Source: an optimization exercise on an open RTL-to-GDS flow (aim: small area and a short achievable clock period). Production flows keep margins and buffers that such runs may drop.
Only simulation tests tie the RTL to the original design; equivalence was not proved.
Power figures rest on the tool's default switching activity, not on a simulated workload.

$ cat flow/standard.sh
#!/bin/bash
# synth_recipe.tcl (not shown) runs the flow's synth.tcl, then flattens the netlist and writes it again
# the make line also repeats each setting of config.mk as NAME=value (left out here)
make -C /OpenROAD-flow-scripts/flow DESIGN_CONFIG=/design/flow/config.mk WORK_HOME=/design/flow/orfs CLKGATE_MAP_FILE= SYNTH_SCRIPT=/design/flow/synth_recipe.tcl "${@:-finish}"
$ cat flow/flow/run.sh
#!/bin/bash
# Layout flow: the standard ORFS flow with tuned repair settings (see args.sh).
set -o pipefail
source flow/args.sh
bash standard.sh "${ARGS[@]}" finish > standard.log 2>&1
$ cat flow/design.v
`default_nettype none
package cacheGeomPkg;
    localparam int numEntries = 64;
    localparam int tagWidth = 16;
    localparam int lineWidth = 128;
    localparam int indexWidth = $clog2(numEntries);
    localparam int groupSize = 8;
    localparam int numGroups = numEntries / groupSize;
    localparam int numSlices = 4;
    typedef logic [tagWidth-1:0] tagT;
    typedef logic [indexWidth-1:0] indexT;
    typedef logic [lineWidth-1:0] lineT;
    typedef logic [numEntries-1:0] entryMaskT;
    typedef logic [numGroups-1:0] groupMaskT;
endpackage
`default_nettype wire
`default_nettype none
package cacheCmdPkg;
    typedef enum logic [0:0] {
        cmdWrite  = 1'b0,
        cmdLookup = 1'b1
    } cmdT;
endpackage
`default_nettype wire
`timescale 1ns/1ps
`default_nettype none
module tagCam (
    input  logic                    CLK,
    input  logic                    rst,
    input  logic                    enable,
    input  cacheCmdPkg::cmdT        cmd,
    input  cacheGeomPkg::indexT     writeIndex,
    input  cacheGeomPkg::tagT       tag,
    output cacheGeomPkg::entryMaskT matchVec
);
    cacheGeomPkg::entryMaskT validVec;
    cacheGeomPkg::entryMaskT writeSel;
    logic      writeEn;
    assign writeEn = enable && (cmd == cacheCmdPkg::cmdWrite);
    writeDecode writeDecodeInst (
        .writeEn    (writeEn),
        .writeIndex (writeIndex),
        .writeSel   (writeSel)
    );
    always_ff @(posedge CLK) begin
        if (rst) begin
            validVec <= '0;
        end else begin
            validVec <= validVec | writeSel;
        end
    end
    for (genvar i = 0; i < cacheGeomPkg::numEntries; i++) begin : gEntry
        cacheGeomPkg::tagT tagReg;
        always_ff @(posedge CLK) begin
            if (writeSel[i]) begin
                tagReg <= tag;
            end
        end
        tagCompare tagCompareInst (
            .valid  (validVec[i]),
            .stored (tagReg),
            .tag    (tag),
            .match  (matchVec[i])
        );
    end
endmodule
module writeDecode (
    input  logic                    writeEn,
    input  cacheGeomPkg::indexT     writeIndex,
    output cacheGeomPkg::entryMaskT writeSel
);
    logic [7:0] lowSel;
    logic [7:0] highSel;
    always_comb begin
        lowSel  = '0;
        highSel = '0;
        lowSel[writeIndex[2:0]]  = 1'b1;
        highSel[writeIndex[5:3]] = writeEn;
        for (int i = 0; i < cacheGeomPkg::numEntries; i++) begin
            writeSel[i] = highSel[i / 8] & lowSel[i % 8];
        end
    end
endmodule
module tagCompare (
    input  logic              valid,
    input  cacheGeomPkg::tagT stored,
    input  cacheGeomPkg::tagT tag,
    output logic              match
);
    assign match = valid && (stored == tag);
endmodule
`default_nettype wire
`timescale 1ns/1ps
`default_nettype none
module matchEncoder (
    input  cacheGeomPkg::entryMaskT matchVec,
    output cacheGeomPkg::entryMaskT localSel,
    output cacheGeomPkg::groupMaskT groupAny,
    output logic                    matchAny
);
    always_comb begin
        for (int g = 0; g < cacheGeomPkg::numGroups; g++) begin
            logic [cacheGeomPkg::groupSize-1:0] m;
            logic [cacheGeomPkg::groupSize-1:0] p;
            m = matchVec[g*cacheGeomPkg::groupSize +: cacheGeomPkg::groupSize];
            p = m;
            for (int s = 1; s < cacheGeomPkg::groupSize; s = s * 2) begin
                p = p | (p << s);
            end
            localSel[g*cacheGeomPkg::groupSize +: cacheGeomPkg::groupSize] = m & ~(p << 1);
            groupAny[g] = |m;
        end
    end
    assign matchAny = |groupAny;
endmodule
`default_nettype wire
`timescale 1ns/1ps
`default_nettype none
module lineStore (
    input  logic                    CLK,
    input  logic                    rst,
    input  logic                    enable,
    input  cacheCmdPkg::cmdT        cmd,
    input  cacheGeomPkg::indexT     writeIndex,
    input  cacheGeomPkg::lineT      writeLine,
    input  cacheGeomPkg::entryMaskT [cacheGeomPkg::numSlices-1:0] localSel,
    input  cacheGeomPkg::groupMaskT [cacheGeomPkg::numSlices-1:0] groupAny,
    input  logic                    matchAny,
    output logic                    hit,
    output cacheGeomPkg::lineT      line
);
    cacheGeomPkg::lineT readLine;
    logic  writeEn;
    logic  lookupEn;
    assign writeEn  = enable && (cmd == cacheCmdPkg::cmdWrite);
    assign lookupEn = enable && (cmd == cacheCmdPkg::cmdLookup);
    localparam int sliceWidth = cacheGeomPkg::lineWidth / cacheGeomPkg::numSlices;
    typedef logic [sliceWidth-1:0] sliceT;
    sliceT memArray [cacheGeomPkg::numSlices][cacheGeomPkg::numEntries];
    for (genvar h = 0; h < cacheGeomPkg::numSlices; h++) begin : gSlice
        cacheGeomPkg::entryMaskT sliceSel;
        writeDecode writeDecodeInst (
            .writeEn    (writeEn),
            .writeIndex (writeIndex),
            .writeSel   (sliceSel)
        );
        for (genvar i = 0; i < cacheGeomPkg::numEntries; i++) begin : gLine
            always_ff @(posedge CLK) begin
                if (sliceSel[i]) begin
                    memArray[h][i] <= writeLine[h*sliceWidth +: sliceWidth];
                end
            end
        end
    end
    localparam int levels     = $clog2(cacheGeomPkg::numGroups);
    sliceT termLine  [cacheGeomPkg::groupSize];
    sliceT nodeLine  [levels+1][cacheGeomPkg::numGroups];
    logic  nodeAny   [levels+1][cacheGeomPkg::numGroups];
    always_comb begin
        for (int h = 0; h < cacheGeomPkg::numSlices; h++) begin
            for (int l = 0; l <= levels; l++) begin
                for (int n = 0; n < cacheGeomPkg::numGroups; n++) begin
                    nodeLine[l][n] = '0;
                    nodeAny[l][n]  = 1'b0;
                end
            end
            for (int g = 0; g < cacheGeomPkg::numGroups; g++) begin
                for (int k = 0; k < cacheGeomPkg::groupSize; k++) begin
                    termLine[k] = memArray[h][g*cacheGeomPkg::groupSize+k]
                        & {sliceWidth{localSel[h][g*cacheGeomPkg::groupSize+k]}};
                end
                for (int w = cacheGeomPkg::groupSize / 2; w >= 1; w = w / 2) begin
                    for (int k = 0; k < w; k++) begin
                        termLine[k] = termLine[2*k] | termLine[2*k+1];
                    end
                end
                nodeLine[0][g] = termLine[0];
                nodeAny[0][g]  = groupAny[h][g];
            end
            for (int l = 1; l <= levels; l++) begin
                for (int n = 0; n < (cacheGeomPkg::numGroups >> l); n++) begin
                    nodeLine[l][n] = nodeLine[l-1][2*n]
                        | (nodeLine[l-1][2*n+1] & {sliceWidth{~nodeAny[l-1][2*n]}});
                    nodeAny[l][n]  = nodeAny[l-1][2*n] | nodeAny[l-1][2*n+1];
                end
            end
            readLine[h*sliceWidth +: sliceWidth] = nodeLine[levels][0];
        end
    end
    always_ff @(posedge CLK) begin
        if (rst) begin
            hit  <= 1'b0;
            line <= '0;
        end else if (lookupEn) begin
            hit  <= matchAny;
            line <= readLine;
        end else if (writeEn) begin
            hit <= 1'b0;
        end
    end
endmodule
`default_nettype wire
`timescale 1ns/1ps
`default_nettype none
module camCacheTop (
    input  logic                CLK,
    input  logic                rst,
    input  logic                enable,
    input  cacheCmdPkg::cmdT    cmd,
    input  cacheGeomPkg::indexT writeIndex,
    input  cacheGeomPkg::tagT   tag,
    input  cacheGeomPkg::lineT  writeLine,
    output logic                hit,
    output cacheGeomPkg::lineT  line
);
    cacheGeomPkg::entryMaskT matchVec;
    cacheGeomPkg::entryMaskT [cacheGeomPkg::numSlices-1:0] localSel;
    cacheGeomPkg::groupMaskT [cacheGeomPkg::numSlices-1:0] groupAny;
    logic [cacheGeomPkg::numSlices-1:0] matchAny;
    tagCam tagCamInst (
        .CLK        (CLK),
        .rst        (rst),
        .enable     (enable),
        .cmd        (cmd),
        .writeIndex (writeIndex),
        .tag        (tag),
        .matchVec   (matchVec)
    );
    for (genvar h = 0; h < cacheGeomPkg::numSlices; h++) begin : gSlice
        matchEncoder matchEncoderInst (
            .matchVec   (matchVec),
            .localSel   (localSel[h]),
            .groupAny   (groupAny[h]),
            .matchAny   (matchAny[h])
        );
    end
    lineStore lineStoreInst (
        .CLK        (CLK),
        .rst        (rst),
        .enable     (enable),
        .cmd        (cmd),
        .writeIndex (writeIndex),
        .writeLine  (writeLine),
        .localSel   (localSel),
        .groupAny   (groupAny),
        .matchAny   (matchAny[0]),
        .hit        (hit),
        .line       (line)
    );
endmodule
`default_nettype wire
$ cat flow/config.mk
export PLATFORM = sky130hd
export DESIGN_NAME = camCacheTop
export DESIGN_NICKNAME = camCacheTop
export VERILOG_FILES = /design/flow/design.v
export SDC_FILE = /design/flow/constraint.sdc
export NUM_CORES = 8
export LEC_CHECK = 0
export ABC_AREA = 1
export CAP_MARGIN = 30
export CORE_MARGIN = 2
export CORE_UTILIZATION = 50
export CTS_BUF_LIST = sky130_fd_sc_hd__clkbuf_16
export CTS_CLUSTER_DIAMETER = 60
export CTS_CLUSTER_SIZE = 24
export PLACE_DENSITY = 0.6
export SETUP_SLACK_MARGIN = 5
export SLEW_MARGIN = 30
export SYNTH_HIERARCHICAL = 1
export SYNTH_MEMORY_MAX_BITS = 16384
export TNS_END_PERCENT = 5
$ cat flow/constraint.sdc
create_clock -name core_clock -period 10.0 [get_ports {CLK}]
set_input_delay 2.0000 -clock core_clock [delete_from_list [all_inputs] [get_ports {CLK}]]
set_output_delay 2.0000 -clock core_clock [all_outputs]
set_load 0.01 [all_outputs]
$ cat flow/flow/args.sh
ARGS=(MATCH_CELL_FOOTPRINT=0 "BUFFER_PORTS_ARGS=-buffer_cell sky130_fd_sc_hd__buf_4" SETUP_SLACK_MARGIN=7 TNS_END_PERCENT=0)
==> results of run 1 <==
how the worst max path moves through the flow:
stage / start / end / depth (start not counted)
floorplan: enable / lineStoreInst.memArray[112][0] / 6
global placement: tag[11] / lineStoreInst.line[17] / 20
detailed placement: tag[0] / lineStoreInst.line[47] / 23
CTS: tag[10] / lineStoreInst.line[56] / 24
global route: tag[4] / lineStoreInst.line[104] / 23
finish: tag[13] / lineStoreInst.line[99] / 17
metal layers:
layer / up-vias / part of all wire (%) / GRT usage (%)
li1: 109863 / - / -
met1: 120100 / 39 / 43.1
met2: 12939 / 45 / 48.0
met3: 2140 / 10 / 5.33
met4: 32 / 5.4 / 13.8
met5: - / 0.045 / 0.324
repair_timing:
action                      CTS  global route
setup endpoints to repair  9538          9537
pin swaps                   142           205
setup buffers               319           289
gates cloned                 99            93
gates resized for setup     913           983
worst reg2reg max path: stages (launching register included):
cell and delay [ns]:
edfxtp_1 0.40, inv_1 0.07, nand2_1 0.05, nand2_1 0.08, nor2_1 0.05, nand2_1 0.06, nor2_1 0.04, nand2_1 0.09
nor2_4 0.06, buf_12 0.14, buf_4 0.20, buf_12 0.15, nor2_4 0.22, nand2_4 0.13, nor2_2 0.22, nand2_1 0.24
nor2_1 0.49, nand2_1 0.26, nand2_1 0.13, a21oi_1 0.09
area by class of cell:
cell class,count,area share [%]
flip-flops and latches,9409,64.7
multi-input cells,20311,20.4
repair buffers,1808,5.68
clock buffers,645,3.72
well taps,9889,2.85
inverters,1560,1.36
clock inverters,502,1.28
diodes,43,0.0248
power by group through the flow:
stage	Combinational (mW)	Sequential [mW]	Clock, mW
after floorplan	0.433	44.3	0
after global placement	1.76	44.4	0
after detailed placement	1.80	44.4	0
after CTS	2.02	43.5	28.4
after global routing	2.29	43.5	29.7
final	2.22	43.5	28.2
sequential cells by signal, summed over array words and instances, names as in the netlist:
signal	flops
lineStoreInst.memArray	8192
lineStoreInst.hit	1
lineStoreInst.line	128
tagCamInst.gEntry.tagReg	1024
tagCamInst.validVec	64
metrics by stage:
step                instances  util (%)  cell area [µm²]
floorplan               32192         -           373000
global placement        42019      52.5           391000
detailed placement      42169      53.0           394000
CTS                     43734      57.1           425000
global route            44133      58.3           434000
finish                  44167      58.3           434000
==> impl_metrics.json, run 1 <==
{
  "cts.sinks": 9409,
  "tightest_slew_ns": 1.08,
  "fin_hold_ws_ns": 0.472,
  "hold_class": "flip-flop to flip-flop",
  "timing.rr.end": "lineStoreInst.hit",
  "setup_violations": 0,
  "syn_inst": 32192,
  "syn_nets": 32366,
  "hold_start": "tagCamInst.validVec[59]",
  "postCtsHoldBufs": 0,
  "drc": 0,
  "r2r_setup_slack_ns": 6.70,
  "die_w_um": 867,
  "fillers": 59298,
  "min_to": "tagCamInst.validVec[59]",
  "numPortBuffers": 282,
  "synthToLayoutAreaGrowth_pct": 16.4,
  "layout_commonest_cell": "nand2_1",
  "end_kind": "flip-flop",
  "worstSkewPairLatency_ns": 1.20,
  "max_slew_margin_pct": 28.1,
  "gr-usage-all-layers_pct": 30.9,
  "power.switching_mw": 16.5,
  "hpwlAfterDp_um": 661000,
  "cts_tree": "built",
  "ys.warnings.count": 14,
  "power.density_mw_per_mm2": 170,
  "worst_slack_ns": 5.94,
  "multi_input_area_mm2": 0.0885,
  "core_area_mm2": 0.744,
  "switching_share_pct": 22.4,
  "grt_pass1_vias": 222847,
  "clkTransAtPathRegs_ns": 0.08,
  "die_y_um": 867,
  "clkPwrFrac_pct": 38.1,
  "grt_max_degree": 67,
  "core.rowCount": 317,
  "slew_viol_final": 0,
  "final_cell_mix": "14670 x nand2_1, 9216 x edfxtp_1, 2438 x nor2_1",
  "outcome": "finished clean",
  "routabilityCongestion": 0.860,
  "clockBufferDepth": 4,
  "p_int_mw": 57.3,
  "reg2reg_depth": 19,
  "path_max_fanout": 16,
  "vias": 245074,
  "fin_crit_ns": 4.06,
  "drive_gt1_share_pct": 13.6,
  "power_leakage_nw": 165,
  "netlist_area_mm2": 0.373,
  "avgViaCountPerCell": 5.55,
  "start_util_pct": 50.1,
  "die_area_mm2": 0.752,
  "drt-wirelength-per-cell_um": 27.7,
  "crit_buf_inv": 7,
  "fmax_mhz": 246,
  "grt_overflow_total": 0,
  "cp_top_family": "buffers and inverters",
  "irDropWorstVdd_mv": 0.236,
  "worstPathArrival_ns": 5.16,
  "grt_pass1_wl_um": 1660000,
  "drt_iter0_markers": 33674,
  "cp-start-kind": "input port",
  "grt_setup_unrepaired": "true",
  "pin_count": 283,
  "synth_area_per_cell_um2": 11.6,
  "cp.required_ns": 11.10,
  "drtPass1Iterations": 9,
  "tns_ns": 0,
  "postRouteAntennaNets": 0,
  "htreeDepth": 6,
  "timing.rr.start": "tagCamInst.gEntry[48].tagReg[10]",
  "seqPwrFrac_pct": 58.9,
  "cp_slowest_cell": "clkinvlp_4",
  "fin_skew_ns": 0.0539,
  "cp_cell_sequence": "buf_16, clkbuf_16, xor2_1, nor3_2, nand2_1, nor2_4, buf_12, buf_4, nor2_1, nand2_4, nor2_4, clkinvlp_4, nor4_4, buf_4, buf_12, nand2_2, a21oi_1",
  "dpl_worst_slack_ns": 2.56,
  "cts_made_buffers": 621,
  "nets": 33885,
  "path_class": "input port to flip-flop",
  "wl_um": 1220000,
  "whs_path_depth": 2,
  "finalHoldViolCount": 0,
  "timing.final.crit_share_pct": 40.6,
  "power_frac_comb_pct": 3.0,
  "critPathMaxStageDelay_ns": 0.34,
  "power_mw": 73.9,
  "antenna_found_initial": 85,
  "cts-root-buf": "clkbuf_16",
  "cap_violations": 0,
  "seqCellArea_mm2": 0.281
}
==> run 2, diff against run 1 <==
--- a/flow/design.v
+++ b/flow/design.v
@@ -189,15 +189,35 @@
     end
     always_ff @(posedge CLK) begin
         if (rst) begin
-            hit  <= 1'b0;
-            line <= '0;
+            hit <= 1'b0;
         end else if (lookupEn) begin
-            hit  <= matchAny;
-            line <= readLine;
+            hit <= matchAny;
         end else if (writeEn) begin
             hit <= 1'b0;
         end
     end
+    for (genvar h = 0; h < cacheGeomPkg::numSlices; h++) begin : gResult
+        logic sliceLookupEn;
+        lookupDecode lookupDecodeInst (
+            .enable   (enable),
+            .cmd      (cmd),
+            .lookupEn (sliceLookupEn)
+        );
+        always_ff @(posedge CLK) begin
+            if (rst) begin
+                line[h*sliceWidth +: sliceWidth] <= '0;
+            end else if (sliceLookupEn) begin
+                line[h*sliceWidth +: sliceWidth] <= readLine[h*sliceWidth +: sliceWidth];
+            end
+        end
+    end
+endmodule
+module lookupDecode (
+    input  logic             enable,
+    input  cacheCmdPkg::cmdT cmd,
+    output logic             lookupEn
+);
+    assign lookupEn = enable && (cmd == cacheCmdPkg::cmdLookup);
 endmodule
 `default_nettype wire
 `timescale 1ns/1ps
==> impl_metrics.json, run 2 <==
{
  "timing.final.crit_share_pct": 40.7,
  "core_area_mm2": 0.745,
  "grt_overflow_total": 0,
  "seqPwrFrac_pct": 59.5,
  "hpwlAfterDp_um": 647000,
  "tightest_slew_ns": 1.08,
  "cts_made_buffers": 607,
  "fin_crit_ns": 4.07,
  "syn_inst": 32197,
  "instances_no_fill": 43936,
  "gr-usage-all-layers_pct": 30.9,
  "grt_pass1_vias": 223595,
  "fmax_mhz": 246,
  "pin_count": 283,
  "cp.required_ns": 10.81,
  "slew_viol_final": 0,
  "worstPathArrival_ns": 4.87,
  "synth_area_per_cell_um2": 11.6,
  "power.density_mw_per_mm2": 170,
  "cts_tree": "built",
  "critPathMaxStageDelay_ns": 0.64,
  "ys.warnings.count": 14,
  "vias": 243587,
  "numPortBuffers": 282,
  "cp_top_family": "buffers and inverters",
  "die_y_um": 869,
  "clkPwrFrac_pct": 37.5,
  "setup_violations": 0,
  "netlist_area_mm2": 0.374,
  "crit_buf_inv": 4,
  "avgViaCountPerCell": 5.54,
  "die_area_mm2": 0.755,
  "grt_pass1_wl_um": 1660000,
  "grt_max_degree": 68,
  "core.rowCount": 317,
  "synthToLayoutAreaGrowth_pct": 15.0,
  "die_w_um": 869,
  "cts.sinks": 9409,
  "cp_slowest_cell": "buf_4",
  "reg.largest.list": "lineStoreInst.memArray: 8192 flops, tagCamInst.gEntry.tagReg: 1024 flops, lineStoreInst.line: 128 flops",
  "postRouteAntennaNets": 0,
  "finish.utilization_pct": 57.7,
  "cts-root-buf": "clkbuf_16",
  "largest_reg_flops": 8192,
  "layout_commonest_cell": "nand2_1",
  "fillers": 59874,
  "irDropWorstVdd_mv": 0.197,
  "tns_ns": 0,
  "antenna_found_initial": 74,
  "dpl.cell_count": 42177,
  "stdcell_area_mm2": 0.430,
  "hold_class": "flip-flop to flip-flop",
  "wl_um": 1210000,
  "fin_skew_ns": 0.0586,
  "cp_cell_sequence": "buf_4, inv_1, nor2_4, buf_4, nand2_1, nor2_1, nand2_1, nor2_4, buf_4",
  "p_int_mw": 56.8,
  "finalHoldViolCount": 0,
  "end_kind": "flip-flop",
  "postCtsHoldBufs": 0,
  "power.switching_mw": 16.3,
  "clkTransAtPathRegs_ns": 0.09,
  "routabilityCongestion": 0.870,
  "syn_nets": 32371,
  "regMostFlops": "lineStoreInst.memArray",
  "path_max_fanout": 32,
  "cap_violations": 0,
  "clockBufferDepth": 4,
  "outcome": "finished clean",
  "worstSkewPairLatency_ns": 1.25,
  "start_util_pct": 50.2,
  "drive_gt1_share_pct": 12.8,
  "power_leakage_nw": 163,
  "drtPass1Iterations": 6,
  "drt_iter0_markers": 33223,
  "placed_area_mm2": 0.394,
  "drc": 0,
  "htreeDepth": 6,
  "max_slew_margin_pct": 27.7,
  "grt_setup_unrepaired": "true",
  "path_class": "input port to flip-flop",
  "nets": 33668,
  "final_cell_mix": "14791 x nand2_1, 9216 x edfxtp_1, 2521 x nor2_1",
  "cp_common_cell": "buf_4",
  "drt-wirelength-per-cell_um": 27.5,
  "power_frac_comb_pct": 3.0,
  "switching_share_pct": 22.3,
  "cp-start-kind": "input port"
}
run 2: through the flow:
step	total power [mW]	hold slack, ns	setup WS [ns]
after floorplan	44.8	0.435	5.34
final	73.1	0.474	5.93
after CTS	73.2	0.473	6.07
after global placement	46.1	0.445	1.69
after global routing	74.7	0.487	5.95
after detailed placement	46.2	0.454	2.59
run 2: layer usage:
metal	GRT usage [%]	vias to the layer above	wire (µm)
met4	14.9	22	70700
li1	-	109389	-
met3	5.03	2201	120000
met5	0	-	145
met1	42.3	119345	465000
met2	48.7	12630	551000
run 2: layout make-up:
type / instances / area (µm²) / area share [%]
sequential: 9409 / 281000 / 65.3
inverter: 1568 / 5930 / 1.38
clock buffer: 630 / 15800 / 3.67
tap: 9889 / 12400 / 2.88
timing repair buffer: 1615 / 21700 / 5.04
timing repair inverter: 1 / 7.51 / 0.00175
antenna: 44 / 110 / 0.0256
multi-input combinational: 20292 / 88200 / 20.5
clock inverter: 488 / 5150 / 1.20
run 2: path summary, 6_finish.rpt:
check,start,to,slack (ns),cells after the start
setup / recovery,enable,lineStoreInst.memArray[169][21],5.93,9
hold / removal,tagCamInst.validVec[12],tagCamInst.validVec[12],0.47,2
setup reg to reg,tagCamInst.gEntry[0].tagReg[0],lineStoreInst.line[29],6.73,21
hold reg to reg,tagCamInst.validVec[12],tagCamInst.validVec[12],0.47,2
run 2: timing repair:
| action | CTS | global route |
|---|---|---|
| endpoints found under the setup margin | 9538 | 9538 |
| resized for setup | 1259 | 482 |
| setup buffers | 325 | 128 |
| gates cloned | 102 | 41 |
| pin swaps | 166 | 104 |
run 2: worst min-delay path, stage by stage, from the launching register on:
cell	delay (ns)
dfxtp_1	0.32
nor2_1	0.08
nor2_1	0.04
run 2: power groups by stage:
stage	logic [mW]	registers, mW	clock network, mW
after floorplan	0.450	44.3	0
after global placement	1.75	44.4	0
after detailed placement	1.79	44.4	0
after CTS	2.06	43.5	27.7
after global routing	2.25	43.5	29.0
final	2.18	43.5	27.4

==> what the ideal ports hide <==
The flow's constraints put no driver on any port. The routed layouts listed below were extracted and timed again, unchanged, in two steps.
Step 1 (the two cells are an assumption about what drives the block):
set clk [get_ports {CLK}]
set_driving_cell -lib_cell sky130_fd_sc_hd__clkbuf_16 $clk
set_driving_cell -lib_cell sky130_fd_sc_hd__buf_2 [delete_from_list [all_inputs] $clk]
Step 2 adds t to the input delays and takes it off the output delays; t is the mean of the earliest and latest rising clock arrival at the registers after step 1. Input paths then give back, and output paths get back, about the clock's delay inside the block.
Slacks: ideal ports / drivers / drivers and shift; pairs: ideal ports / drivers.
run	t, ns	slack for setup (ns)	clock arrival spread, ns	slew at the worst register clock pin (ns)	cell pins on the clock port's net
run 1	1.312	5.939 / 5.653 / 4.341	0.065 / 0.065	0.10 / 0.10	1
run 2	1.318	5.932 / 5.641 / 4.323	0.090 / 0.090	0.10 / 0.10	1
After both steps every run listed still meets setup and hold. The setup slack of run 2, which loses most, moves by -0.291 ns with the drivers and by -1.609 ns with both steps.
